From an optimization exercise on the open Yosys and OpenROAD flow, aimed at small area; shortcuts taken in it are not production practice. RTL that was checked went through simulation tests only; none was proved equivalent to the original. Power is estimated from default activity; no workload was simulated.

## run R
==> flow/design.v (excerpt) <==
module light_cycle_top (
	input  wire       Clk,
	input  wire       rst,
	input  wire       step,
	input  wire       start,
	input  wire [1:0] blue_turn,
	input  wire [1:0] red_turn,
	output wire [7:0] blue_head,
	output wire [7:0] red_head,
	output wire [1:0] score_blue,
	output wire [1:0] score_red,
	output wire       round_over,
	output wire       blue_wins,
	output wire       red_wins,
	output wire       playing
);
clock: 4.0 ns
lec_check: 0
cap_margin: 20
core_margin: 2
core_utilization: 75
cts_buf_list: sky130_fd_sc_hd__clkbuf_8
cts_cluster_diameter: 50
cts_cluster_size: 16
slew_margin: 20
synth_hierarchical: 1
standard.sh (not shown) runs the stock make flow with config.mk's settings and CLKGATE_MAP_FILE= SYNTH_SCRIPT=/design/flow/synth_recipe.tcl, a recipe that flattens the netlist after the stock synthesis.
==> flow/flow/run.sh <==
#!/bin/bash
# Own layout flow: the standard flow (standard.sh) with smaller port
# buffers, ABC's buffers removed before placement and power (size)
# recovery after global routing. Each tool's output goes to logs here and
# under orfs/logs.
set -euo pipefail
export BUFFER_PORTS_ARGS="-buffer_cell sky130_fd_sc_hd__buf_1"
export REMOVE_ABC_BUFFERS=1
export RECOVER_POWER=100
bash standard.sh > standard.log 2>&1
Run R | ERROR | 5_1_grt
### run R -> run X
Settings: CORE_UTILIZATION changed from 75 to 65.
## What came out
- Number of enable-type register cells in the synthesized netlist: run X vs run R, no meaningful difference
- For number of buffers added to fix hold violations after cts, run X and run R come out practically identical.
- Measured against run X, the die height of run R comes out at 0.933 times the reference value.
- Run X: all stages done; final checks FAILED (negative setup slack).

light_cycle_top, a different RTL version from the one above (not shown whole).
Size in the first run: roughly 230 flip-flops, about 32 I/O pins, about 8000 µm² of cells after synthesis.
==> flow/config.mk <==
export PLATFORM = sky130hd
export DESIGN_NAME = light_cycle_top
export DESIGN_NICKNAME = light_cycle_top
export VERILOG_FILES = /design/flow/design.v
export SDC_FILE = /design/flow/constraint.sdc
export NUM_CORES = 4
export LEC_CHECK = 0
export CAP_MARGIN = 20
export CORE_MARGIN = 2
export CORE_UTILIZATION = 65
export CTS_BUF_LIST = sky130_fd_sc_hd__clkbuf_8
export CTS_CLUSTER_DIAMETER = 50
export CTS_CLUSTER_SIZE = 16
export GPL_TIMING_DRIVEN = 0
export SLEW_MARGIN = 20
export SYNTH_HIERARCHICAL = 1
==> flow/constraint.sdc <==
create_clock -name core_clock -period 4.0 [get_ports {Clk}]
set_input_delay 0.8000 -clock core_clock [delete_from_list [all_inputs] [get_ports {Clk}]]
set_output_delay 0.8000 -clock core_clock [all_outputs]
set_load 0.01 [all_outputs]
==> flow/flow/run.sh <==
#!/bin/bash
# Own layout flow: the standard flow (standard.sh, which runs the
# standard synthesis script) with ABC mapping for a light load (small cells; placement repair sizes them), smaller port buffers and ABC's
# buffers removed before placement. standard.sh's output goes to
# standard.log here; each ORFS step logs under orfs/logs.
set -euo pipefail
export BUFFER_PORTS_ARGS="-buffer_cell sky130_fd_sc_hd__buf_1"
export REMOVE_ABC_BUFFERS=1
bash standard.sh ABC_LOAD_IN_FF=1 finish > standard.log 2>&1
The first run finished with timing, DRC and antenna clean.
Change:
==> flow/flow/run.sh (replaced) <==
#!/bin/bash
# Own layout flow: the standard flow (standard.sh, which runs the
# standard synthesis script) with smaller port buffers and ABC's
# buffers removed before placement. standard.sh's output goes to
# standard.log here; each ORFS step logs under orfs/logs.
set -euo pipefail
export BUFFER_PORTS_ARGS="-buffer_cell sky130_fd_sc_hd__buf_1"
export REMOVE_ABC_BUFFERS=1
bash standard.sh > standard.log 2>&1
Result: Utilization fell by 2.6 points. Via count goes up by 2.8%. Hold slack gets better by 22 ps. First-iteration DRC count climbs by 14%. Worst setup slack improves by 87 ps. Cell area went up by 0.80%.
No functional check of the RTL was part of any run of this note.

Another version of the RTL of light_cycle_top (not shown whole).
Size: about 220 flip-flops, roughly 32 I/O pins, ~8600 um^2 of cells after synthesis.
export LEC_CHECK = 0
export CAP_MARGIN = 20
export CORE_MARGIN = 2
export CORE_UTILIZATION = 60
export SLEW_MARGIN = 20
export SYNTH_HIERARCHICAL = 1
create_clock -name core_clock -period 4.0 [get_ports {Clk}]
run.sh (not shown) runs the stock make flow with config.mk's settings and CLKGATE_MAP_FILE= SYNTH_SCRIPT=/design/flow/synth_recipe.tcl, a recipe that flattens the netlist after the stock synthesis.
Stock flow here: none of the scripts above is used.
The baseline produced a clean layout.
Next try:
--- a/flow/config.mk
+++ b/flow/config.mk
@@ -9,3 +9,6 @@
 export CORE_MARGIN = 2
-export CORE_UTILIZATION = 60
+export CORE_UTILIZATION = 80
+export CTS_BUF_LIST = sky130_fd_sc_hd__clkbuf_8
+export CTS_CLUSTER_DIAMETER = 100
+export CTS_CLUSTER_SIZE = 30
 export SLEW_MARGIN = 20
The new run failed in global routing (5_1_grt).
Synthesized cell count does not change.
Area after synthesis is unchanged.
Next try:
--- a/flow/config.mk
+++ b/flow/config.mk
@@ -9,6 +9,4 @@
 export CORE_MARGIN = 2
-export CORE_UTILIZATION = 80
-export CTS_BUF_LIST = sky130_fd_sc_hd__clkbuf_8
-export CTS_CLUSTER_DIAMETER = 100
-export CTS_CLUSTER_SIZE = 30
+export CORE_UTILIZATION = 75
+export CTS_BUF_LIST = sky130_fd_sc_hd__clkbuf_4
 export SLEW_MARGIN = 20
What happened: With this change the flow ran to the end with no violations; synthesized area is unchanged; synthesized cell count stays the same.

Another version of the RTL of light_cycle_top (not shown whole).
For scale: about 0.0079 mm^2 of cells after synthesis.
Settings: LEC_CHECK=0, CAP_MARGIN=10, CORE_MARGIN=2, CORE_UTILIZATION=72, CTS_BUF_LIST=sky130_fd_sc_hd__clkbuf_4, CTS_CLUSTER_DIAMETER=40, CTS_CLUSTER_SIZE=10, GPL_TIMING_DRIVEN=0, SLEW_MARGIN=10, SYNTH_HIERARCHICAL=1; clock period 4.0 ns.
standard.sh (not shown) runs the stock make flow with config.mk's settings and CLKGATE_MAP_FILE= SYNTH_SCRIPT=/design/flow/synth_recipe.tcl, a recipe that flattens the netlist after the stock synthesis.
==> flow/flow/run.sh <==
#!/bin/bash
# Own layout flow: the standard flow (standard.sh, which runs the
# standard synthesis script) with
# - ABC mapping for a light load, so it picks small cells (placement
#   repair sizes up the ones that need it),
# - the smallest buffer on the ports,
# - ABC's buffers removed before placement,
# - clock tree synthesis without dummy loads.
# standard.sh's output goes to standard.log here; each ORFS step logs
# under orfs/logs.
set -euo pipefail
export BUFFER_PORTS_ARGS="-buffer_cell sky130_fd_sc_hd__buf_1"
export REMOVE_ABC_BUFFERS=1
export CTS_ARGS="-sink_clustering_enable -repair_clock_nets -dont_use_dummy_load -buf_list sky130_fd_sc_hd__clkbuf_4 -sink_clustering_size 10 -sink_clustering_max_diameter 40"
bash standard.sh ABC_LOAD_IN_FF=1 finish > standard.log 2>&1
Rerun with:
--- a/flow/flow/run.sh
+++ b/flow/flow/run.sh
@@ -14 +14 @@
-export CTS_ARGS="-sink_clustering_enable -repair_clock_nets -dont_use_dummy_load -buf_list sky130_fd_sc_hd__clkbuf_4 -sink_clustering_size 10 -sink_clustering_max_diameter 40"
+export CTS_ARGS="-sink_clustering_enable -repair_clock_nets -dont_use_dummy_load -buf_list sky130_fd_sc_hd__clkbuf_8 -sink_clustering_size 22 -sink_clustering_max_diameter 60"
Settings changed: CORE_UTILIZATION 72 to 65, CTS_BUF_LIST sky130_fd_sc_hd__clkbuf_4 to sky130_fd_sc_hd__clkbuf_8, CTS_CLUSTER_DIAMETER 40 to 60, CTS_CLUSTER_SIZE 10 to 22.
Effect:
- combinational power barely changes
- global-route usage decreases by 3.2 points
- sequential share of layout area stays flat
- hold slack improves by 0.0031 ns
- total power decreases by 0.80%
- final cell count decreases by 0.80%
- sequential cell count does not change
- via count decreases by 3.6%
- core utilization decreases by 7.8 points
- routed wire length stays flat

the reference run:
light_cycle_top, a different RTL version from the one above (not shown whole).
Size in the first run: ~780 cells after synthesis, roughly 230 flip-flops, roughly 32 I/O pins, about 7800 sq um of cells after synthesis.
export LEC_CHECK = 0
export CAP_MARGIN = 10
export CORE_MARGIN = 2
export CORE_UTILIZATION = 65
export CTS_BUF_LIST = sky130_fd_sc_hd__clkbuf_2 sky130_fd_sc_hd__clkbuf_4
export CTS_CLUSTER_DIAMETER = 40
export CTS_CLUSTER_SIZE = 10
export GPL_TIMING_DRIVEN = 0
export SLEW_MARGIN = 10
export SYNTH_HIERARCHICAL = 1
create_clock -name core_clock -period 4.0 [get_ports {Clk}]
==> flow/flow/run.sh <==
#!/bin/bash
# Own layout flow: the standard flow (standard.sh, which runs the
# standard synthesis script) with
# - ABC mapping for a light load, so it picks small cells (placement
#   repair sizes up the ones that need it),
# - the smallest buffer on the ports,
# - ABC's buffers removed before placement,
# - clock tree synthesis without dummy loads.
# standard.sh's output goes to standard.log here; each ORFS step logs
# under orfs/logs.
set -euo pipefail
export BUFFER_PORTS_ARGS="-buffer_cell sky130_fd_sc_hd__buf_1"
export REMOVE_ABC_BUFFERS=1
export CTS_ARGS="-sink_clustering_enable -repair_clock_nets -dont_use_dummy_load -buf_list {sky130_fd_sc_hd__clkbuf_2 sky130_fd_sc_hd__clkbuf_4} -sink_clustering_size 10 -sink_clustering_max_diameter 40"
bash standard.sh ABC_LOAD_IN_FF=1 finish > standard.log 2>&1
No stage failed in the reference run, and the final checks on the layout all came back clean.
Input changes introduced in the trial run (baseline for comparison: the reference run):
# the reference run
export LEC_CHECK = 0
export CAP_MARGIN = 10
export CORE_MARGIN = 2
export CORE_UTILIZATION = 65
export CTS_BUF_LIST = sky130_fd_sc_hd__clkbuf_2 sky130_fd_sc_hd__clkbuf_4
export CTS_CLUSTER_DIAMETER = 40
export CTS_CLUSTER_SIZE = 10
export GPL_TIMING_DRIVEN = 0
export SLEW_MARGIN = 10
export SYNTH_HIERARCHICAL = 1
create_clock -name core_clock -period 4.0 [get_ports {Clk}]
# the trial run
export LEC_CHECK = 0
export CAP_MARGIN = 10
export CORE_MARGIN = 2
export CORE_UTILIZATION = 65
export CTS_BUF_LIST = sky130_fd_sc_hd__clkbuf_4
export CTS_CLUSTER_DIAMETER = 40
export CTS_CLUSTER_SIZE = 10
export GPL_TIMING_DRIVEN = 0
export SLEW_MARGIN = 10
export SYNTH_HIERARCHICAL = 1
create_clock -name core_clock -period 4.0 [get_ports {Clk}]
-- flow/flow/run.sh --
<<< the reference run, line 14
export CTS_ARGS="-sink_clustering_enable -repair_clock_nets -dont_use_dummy_load -buf_list {sky130_fd_sc_hd__clkbuf_2 sky130_fd_sc_hd__clkbuf_4} -sink_clustering_size 10 -sink_clustering_max_diameter 40"
>>> the trial run, line 14
export CTS_ARGS="-sink_clustering_enable -repair_clock_nets -dont_use_dummy_load -buf_list sky130_fd_sc_hd__clkbuf_4 -sink_clustering_size 10 -sink_clustering_max_diameter 40"
--- outcome ---
Diff the trial run..the reference run | cell area after layout | unchanged
Clock-cell share of area came out exactly the same in the trial run and the reference run.
Having completed the whole flow, the trial run delivered a layout that passed the timing, design-rule and antenna checks.
Diff the reference run..the trial run | total routed wirelength | unchanged
Re hold slack: no difference whatsoever between the trial run and the reference run.

## port drivers added, routing unchanged
Ports are ideal in the flow. The routed layouts listed here were re-timed in OpenROAD. Step 1 (the two cells are an assumption about what drives the block):
set clk [get_ports {Clk}]
set_driving_cell -lib_cell sky130_fd_sc_hd__clkbuf_16 $clk
set_driving_cell -lib_cell sky130_fd_sc_hd__buf_2 [delete_from_list [all_inputs] $clk]
Step 2, shift: input delay + t, output delay - t, t = (earliest + latest rising clock arrival at the registers) / 2. This alone moves slack from input paths to output paths. a / b / c = ideal / step 1 / step 2; a / b = the first two.
run	shift t [ns]	setup WS [ns]	latest minus earliest clock arrival (ns)	worst slew at a driven data input, ns	pins driven straight from the clock port
run X	0.550	-0.235 / -0.235 / -0.235	0.012 / 0.013	0.03	1
the first run of note 2	0.551	0.081 / 0.081 / 0.081	0.040 / 0.039	0.03	1
the second run of note 2	0.535	0.167 / 0.167 / 0.167	0.034 / 0.034	0.03	1
the first run of note 3	0.540	0.241 / 0.241 / 0.241	0.011 / 0.011	0.04	1
the third run of note 3	0.690	0.220 / 0.220 / 0.220	0.045 / 0.045	0.03	1
the first run of note 4	0.650	0.143 / 0.143 / 0.143	0.056 / 0.056	0.03	1
the second run of note 4	0.514	0.171 / 0.171 / 0.171	0.026 / 0.025	0.03	1
the reference run	0.667	0.231 / 0.231 / 0.231	0.038 / 0.038	0.04	1
the trial run	0.667	0.231 / 0.231 / 0.231	0.038 / 0.038	0.04	1
